Background: an optimization exercise with open tools, aiming at small area, a short achievable clock period and few clock cycles per item. Do not read the settings as production practice.
Function was checked by simulation only, so behaviour that the tests miss may differ from the original.

==> inputs of trial 2 <==
// exec_unit
module exec_unit (
  input  wire                       clk,
  input  wire                       arst_n_i,
  input  wire                       valid_i,
  input  wire [31:0]                instr_i,
  input  wire [63:0]                src_a_i,
  input  wire [63:0]                src_b_i,
  output logic [63:0]               result_o,
  output logic                      done_o,
  output logic                      ready_o
);
  localparam int K      = 8;
  localparam int NSTEP  = 64 / K;
  localparam int NSTEPW = 32 / K;
  localparam int CNT_W  = $clog2(NSTEP);
  exu_pkg::alu_ctl_t ctl_d, ctl_q;
  exu_pkg::mul_req_t mreq_d, mreq_q;
  exu_pkg::xlen_t    op_a_d, op_b_d, op_a_q, op_b_q;
  exu_pkg::xlen_t    alu_res;
  logic              is_mul;
  logic              accept, accept_mul;
  logic              busy_q;   
  logic              alu_v_q;
  logic              mul_run_q, mul_fin_q;
  logic [CNT_W-1:0]  cnt_q;
  logic              last_step;
  logic [66:0]       acc_s_q, acc_c_q, acc_s_d, acc_c_d;
  logic [K-1:0]      ret_s_q, ret_c_q, ret_s_d, ret_c_d;
  ...
Settings: LEC_CHECK=0, CAP_MARGIN=20, CORE_MARGIN=10, CORE_UTILIZATION=40, PLACE_DENSITY=0.6, SETUP_SLACK_MARGIN=3.9, SLEW_MARGIN=20; clock period 6.5 ns.
run.sh (not shown) runs the stock make flow with config.mk's settings and CLKGATE_MAP_FILE= SYNTH_SCRIPT=/design/flow/synth_recipe.tcl, a recipe that flattens the netlist after the stock synthesis.
==> build 50: changes against trial 2 <==
--- a/flow/design.v
+++ b/flow/design.v
@@ -265,14 +265,16 @@
 endmodule
 `default_nettype wire
 `default_nettype none
 module shift_add_mul (
   input  wire exu_pkg::xlen_t    mcand_i,     
   input  wire                    a_neg_i,
-  input  wire [7:0]              mplier_i,    
-  input  wire                    mprev_i,     
+  input  wire [3:0]              one_i,       
+  input  wire [3:0]              two_i,       
+  input  wire [3:0]              neg_i,
+  input  wire                    first_i,     
   input  wire                    corr_i,      
   input  wire [66:0]             acc_s_i,
   input  wire [66:0]             acc_c_i,
   input  wire [7:0]              ret_s_i,
   input  wire [7:0]              ret_c_i,
   input  wire                    ret_n_i,
@@ -281,71 +283,93 @@
   output logic [66:0]            acc_c_o,
   output logic [7:0]             ret_s_o,
   output logic [7:0]             ret_c_o,
   output logic                   ret_n_o,
   output logic [1:0]             low_ci_o,
   output logic [7:0]             prod_bits_o,  
-  output exu_pkg::xlen_t         high_o        
+  output exu_pkg::xlen_t         high_s_o,     
+  output exu_pkg::xlen_t         high_c_o,     
+  output logic                   high_ci_o
 );
   localparam int TW = 75;
   typedef logic [TW-1:0] vec_t;
   function automatic [TW-1:0] csa_s(input [TW-1:0] x, input [TW-1:0] y, input [TW-1:0] z);
     csa_s = x ^ y ^ z;
   endfunction
   function automatic [TW-1:0] csa_c(input [TW-1:0] x, input [TW-1:0] y, input [TW-1:0] z);
     csa_c = {((x & y) | (x & z) | (y & z)), 1'b0};
   endfunction
-  logic [8:0]  bits;
-  logic [3:0]  one, two, neg;
+  logic [66:0] fs_i, fc_i;
+  logic [7:0]  rs_i, rc_i;
+  logic        rn_i;
+  logic [1:0]  lc_i;
   logic [65:0] a1, a2;
   logic [65:0] rb [4];
   vec_t        u [4];
   vec_t        s1, c1, s2, c2, s3, c3, xs, xc;
-  assign bits = {mplier_i, mprev_i};
+  assign fs_i = first_i ? (67'd1 << 66) : acc_s_i;
+  assign fc_i = first_i ? 67'd0 : acc_c_i;
+  assign rs_i = first_i ? 8'd0 : ret_s_i;
+  assign rc_i = first_i ? 8'd0 : ret_c_i;
+  assign rn_i = !first_i & ret_n_i;
+  assign lc_i = first_i ? 2'd0 : low_ci_i;
   assign a1   = {a_neg_i, a_neg_i, mcand_i};
   assign a2   = {a_neg_i, mcand_i, 1'b0};
   always_comb begin
     for (int j = 0; j < 4; j++) begin
-      one[j] = bits[2*j+1] ^ bits[2*j];
-      two[j] = (bits[2*j+2] & !bits[2*j+1] & !bits[2*j]) |
-               (!bits[2*j+2] & bits[2*j+1] & bits[2*j]);
-      neg[j] = bits[2*j+2] & !(bits[2*j+1] & bits[2*j]);
-      rb[j]  = (({66{one[j]}} & a1) | ({66{two[j]}} & a2)) ^ {66{neg[j]}};
+      rb[j] = (({66{one_i[j]}} & a1) | ({66{two_i[j]}} & a2)) ^ {66{neg_i[j]}};
     end
     u[0] = {1'b0, 2'b11, 1'b0, 1'b1, 1'b0, 1'b1, 1'b0, !rb[0][65], rb[0][65], rb[0][64:0]};
-    u[1] = {7'd0, !rb[1][65], rb[1][64:0], 1'b0, neg[0]};
-    u[2] = {5'd0, !rb[2][65], rb[2][64:0], 1'b0, neg[1], 2'b00};
-    u[3] = {3'd0, !rb[3][65], rb[3][64:0], 1'b0, neg[2], 4'b0000};
+    u[1] = {7'd0, !rb[1][65], rb[1][64:0], 1'b0, neg_i[0]};
+    u[2] = {5'd0, !rb[2][65], rb[2][64:0], 1'b0, neg_i[1], 2'b00};
+    u[3] = {3'd0, !rb[3][65], rb[3][64:0], 1'b0, neg_i[2], 4'b0000};
   end
   always_comb begin
-    s1 = csa_s(vec_t'(acc_s_i), vec_t'(acc_c_i), u[0]);
-    c1 = csa_c(vec_t'(acc_s_i), vec_t'(acc_c_i), u[0]);
+    s1 = csa_s(vec_t'(fs_i), vec_t'(fc_i), u[0]);
+    c1 = csa_c(vec_t'(fs_i), vec_t'(fc_i), u[0]);
     s2 = csa_s(u[1], u[2], u[3]);
     c2 = csa_c(u[1], u[2], u[3]);
     s3 = csa_s(s1, c1, s2);
     c3 = csa_c(s1, c1, s2);
     xs = csa_s(s3, c3, c2);
     xc = csa_c(s3, c3, c2);
   end
   always_comb begin
     acc_s_o  = xs[TW-1:8];
     acc_c_o  = xc[TW-1:8];
     ret_s_o  = xs[7:0];
     ret_c_o  = xc[7:0];
-    ret_n_o  = neg[3];
-    {low_ci_o, prod_bits_o} = {2'b00, ret_s_i} + {2'b00, ret_c_i} + {3'b000, ret_n_i, 6'd0} +
-                              {8'd0, low_ci_i};
-  end
-  exu_pkg::xlen_t corr, fs, fc;
-  always_comb begin
-    corr = corr_i ? mcand_i : 64'd0;
-    fs   = acc_s_i[63:0] ^ acc_c_i[63:0] ^ corr;
-    fc   = {((acc_s_i[62:0] & acc_c_i[62:0]) | (acc_s_i[62:0] & corr[62:0]) |
-             (acc_c_i[62:0] & corr[62:0])), |low_ci_o};
+    ret_n_o  = neg_i[3];
+    {low_ci_o, prod_bits_o} = {2'b00, rs_i} + {2'b00, rc_i} + {3'b000, rn_i, 6'd0} +
+                              {8'd0, lc_i};
+  end
+  exu_pkg::xlen_t corr;
+  always_comb begin
+    corr    = corr_i ? mcand_i : 64'd0;
+    high_s_o = acc_s_i[63:0] ^ acc_c_i[63:0] ^ corr;
+    high_c_o = {((acc_s_i[62:0] & acc_c_i[62:0]) | (acc_s_i[62:0] & corr[62:0]) |
+                 (acc_c_i[62:0] & corr[62:0])), |low_ci_o};
+    high_ci_o = low_ci_o[1];
+  end
+endmodule
+module booth_enc (
+  input  wire [7:0]  bits_i,
+  input  wire        prev_i,
+  output logic [3:0] one_o,
+  output logic [3:0] two_o,
+  output logic [3:0] neg_o
+);
+  logic [8:0] b;
+  assign b = {bits_i, prev_i};
+  always_comb begin
+    for (int j = 0; j < 4; j++) begin
+      one_o[j] = b[2*j+1] ^ b[2*j];
+      two_o[j] = (b[2*j+2] & !b[2*j+1] & !b[2*j]) | (!b[2*j+2] & b[2*j+1] & b[2*j]);
+      neg_o[j] = b[2*j+2] & !(b[2*j+1] & b[2*j]);
+    end
   end
-  assign high_o = fs + fc + {63'd0, low_ci_o[1]};
 endmodule
 `default_nettype wire
 `default_nettype none
 module exec_unit (
   input  wire                       clk,
   input  wire                       arst_n_i,
@@ -358,30 +382,33 @@
   output logic                      ready_o
 );
   localparam int K      = 8;
   localparam int NSTEP  = 64 / K;
   localparam int NSTEPW = 32 / K;
   localparam int CNT_W  = $clog2(NSTEP);
-  exu_pkg::alu_ctl_t ctl_d, ctl_q;
+  exu_pkg::alu_ctl_t ctl_d, ctl_q, ctl_hi;
   exu_pkg::mul_req_t mreq_d, mreq_q;
   exu_pkg::xlen_t    op_a_d, op_b_d, op_a_q, op_b_q;
   exu_pkg::xlen_t    alu_res;
   logic              is_mul;
   logic              accept, accept_mul;
   logic              busy_q;   
   logic              alu_v_q;
   logic              mul_run_q, mul_fin_q;
+  logic              fin_low, fin_high;
   logic [CNT_W-1:0]  cnt_q;
   logic              last_step;
   logic [66:0]       acc_s_q, acc_c_q, acc_s_d, acc_c_d;
   logic [K-1:0]      ret_s_q, ret_c_q, ret_s_d, ret_c_d;
   logic              ret_n_q, ret_n_d;
   logic [1:0]        low_ci_q, low_ci_d;
-  logic              mprev_q;
+  logic              first_q;
+  logic [3:0]        one_d, two_d, neg_d, one_q, two_q, neg_q;
   logic [K-1:0]      prod_bits;
-  exu_pkg::xlen_t    mul_high;
+  exu_pkg::xlen_t    high_s, high_c;
+  logic              high_ci;
   exu_pkg::xlen_t    low_next;
   alu_op_decode alu_op_decode_inst (
     .instr_i   (instr_i),
     .src_a_i   (src_a_i),
     .src_b_i   (src_b_i),
     .ctl_o     (ctl_d),
@@ -389,29 +416,42 @@
     .mul_req_o (mreq_d),
     .op_a_o    (op_a_d),
     .op_b_o    (op_b_d)
   );
   assign accept     = valid_i & !busy_q;
   assign accept_mul = accept & is_mul;
+  assign fin_low  = mul_fin_q & !mreq_q.take_high;
+  assign fin_high = mul_fin_q & mreq_q.take_high;
+  always_comb begin
+    ctl_hi         = '0;
+    ctl_hi.sel_sum = 1'b1;
+    ctl_hi.cin     = high_ci;
+  end
   always_ff @(posedge clk) begin
     if (!busy_q) begin
       op_a_q <= op_a_d;
       op_b_q <= op_b_d;
       ctl_q  <= ctl_d;
       mreq_q <= mreq_d;
+    end else if (fin_high) begin
+      op_a_q <= high_s;
+      op_b_q <= high_c;
+      ctl_q  <= ctl_hi;
     end else begin
       op_b_q <= low_next;
     end
   end
   assign last_step = mul_run_q &&
                      (cnt_q == (mreq_q.word ? CNT_W'(NSTEPW - 1) : CNT_W'(NSTEP - 1)));
   shift_add_mul shift_add_mul_inst (
     .mcand_i     (op_a_q),
     .a_neg_i     (mreq_q.a_neg),
-    .mplier_i    (op_b_q[K-1:0]),
-    .mprev_i     (mprev_q),
+    .one_i       (one_q),
+    .two_i       (two_q),
+    .neg_i       (neg_q),
+    .first_i     (first_q),
     .corr_i      (mreq_q.corr),
     .acc_s_i     (acc_s_q),
     .acc_c_i     (acc_c_q),
     .ret_s_i     (ret_s_q),
     .ret_c_i     (ret_c_q),
     .ret_n_i     (ret_n_q),
@@ -420,34 +460,36 @@
     .acc_c_o     (acc_c_d),
     .ret_s_o     (ret_s_d),
     .ret_c_o     (ret_c_d),
     .ret_n_o     (ret_n_d),
     .low_ci_o    (low_ci_d),
     .prod_bits_o (prod_bits),
-    .high_o      (mul_high)
+    .high_s_o    (high_s),
+    .high_c_o    (high_c),
+    .high_ci_o   (high_ci)
   );
   assign low_next = {prod_bits, op_b_q[63:K]};
+  booth_enc booth_enc_inst (
+    .bits_i (busy_q ? op_b_q[2*K-1:K] : src_b_i[K-1:0]),
+    .prev_i (busy_q & op_b_q[K-1]),
+    .one_o  (one_d),
+    .two_o  (two_d),
+    .neg_o  (neg_d)
+  );
   always_ff @(posedge clk) begin
-    if (mul_run_q) begin
-      acc_s_q  <= acc_s_d;
-      acc_c_q  <= acc_c_d;
-      ret_s_q  <= ret_s_d;
-      ret_c_q  <= ret_c_d;
-      ret_n_q  <= ret_n_d;
-      low_ci_q <= low_ci_d;
-      mprev_q  <= op_b_q[K-1];
-    end else begin
-      acc_s_q  <= 67'd1 << 66;   
-      acc_c_q  <= '0;
-      ret_s_q  <= '0;
-      ret_c_q  <= '0;
-      ret_n_q  <= 1'b0;
-      low_ci_q <= '0;
-      mprev_q  <= 1'b0;
-    end
-    cnt_q <= accept_mul ? '0 : cnt_q + 1'b1;
+    acc_s_q  <= acc_s_d;
+    acc_c_q  <= acc_c_d;
+    ret_s_q  <= ret_s_d;
+    ret_c_q  <= ret_c_d;
+    ret_n_q  <= ret_n_d;
+    low_ci_q <= low_ci_d;
+    one_q    <= one_d;
+    two_q    <= two_d;
+    neg_q    <= neg_d;
+    first_q  <= accept_mul;
+    cnt_q    <= accept_mul ? '0 : cnt_q + 1'b1;
   end
   always_ff @(posedge clk or negedge arst_n_i) begin
     if (!arst_n_i) begin
       mul_run_q <= 1'b0;
       mul_fin_q <= 1'b0;
       ready_o   <= 1'b1;
@@ -455,42 +497,36 @@
     end else begin
       mul_run_q <= accept_mul | (mul_run_q & !last_step);
       mul_fin_q <= last_step;
       if (accept_mul) begin
         ready_o <= 1'b0;
         busy_q  <= 1'b1;
-      end else if (last_step) begin
+      end else if ((last_step & !mreq_q.take_high) | fin_high) begin
         ready_o <= 1'b1;
         busy_q  <= 1'b0;
       end
     end
   end
   int_alu int_alu_inst (
     .ctl_i    (ctl_q),
     .op_a_i   (op_a_q),
     .op_b_i   (op_b_q),
     .result_o (alu_res)
   );
   always_ff @(posedge clk) begin
-    if (mul_fin_q) begin
-      if (mreq_q.take_high) begin
-        result_o <= mul_high;
-      end else if (mreq_q.word) begin
-        result_o <= {{32{low_next[63]}}, low_next[63:32]};
-      end else begin
-        result_o <= low_next;
-      end
+    if (fin_low) begin
+      result_o <= mreq_q.word ? {{32{low_next[63]}}, low_next[63:32]} : low_next;
     end else begin
       result_o <= alu_res;
     end
   end
   always_ff @(posedge clk or negedge arst_n_i) begin
     if (!arst_n_i) begin
       alu_v_q <= 1'b0;
       done_o  <= 1'b0;
     end else begin
-      alu_v_q <= accept & !is_mul;
-      done_o  <= alu_v_q | mul_fin_q;
+      alu_v_q <= (accept & !is_mul) | fin_high;
+      done_o  <= alu_v_q | fin_low;
     end
   end
 endmodule
 `default_nettype wire
Settings changed: CORE_UTILIZATION 40 to 30, PLACE_DENSITY 0.6 to 0.5, SETUP_SLACK_MARGIN 3.9 to default.
==> notes.md <==
- Of trial 2 and build 50, trial 2 has the higher critical path depth (gap 11).
- Worst setup slack: build 50 is better than trial 2 (0.13 ns).
- Of trial 2 and build 50, build 50 has the higher register-to-register slack (gap 0.13 ns).
- Of trial 2 and build 50, trial 2 has the higher first-iteration DRC count (gap 15%, measured against build 50).
Testbench counts of trial 2, summed over its fixed seeds: cycles 23,352, items 16,000.
Testbench counts of build 50, summed over its fixed seeds: cycles 23,973, items 16,000.

[separate check: timing with driven ports]
How much do the figures lean on ideal ports? The routed layouts below were timed once more, with nothing changed but the port constraints.
Step 1 sets driving cells, clkbuf_16 on the clock port and buf_2 on the other inputs (assumed; they add their load-dependent delay and slew).
Step 2 times the ports against the registers' clock, not the clock port: input delays grow and output delays shrink by t, the midpoint of the rising clock arrivals with the driver on.
a / b / c = no drivers / after step 1 / after step 2; a / b = the first two.
run | t (ns) | setup slack, ns | hold slack, ns | worst setup path at the end | cell pins on the clock port's net
trial 2 | 0.690 | 1.200 / 1.200 / 1.200 | 0.430 / 0.430 / 0.430 | register to register | 1
build 50 | 0.714 | 1.326 / 1.326 / 1.326 | 0.420 / 0.420 / 0.420 | register to register | 1
After both steps every run listed still meets setup and hold.
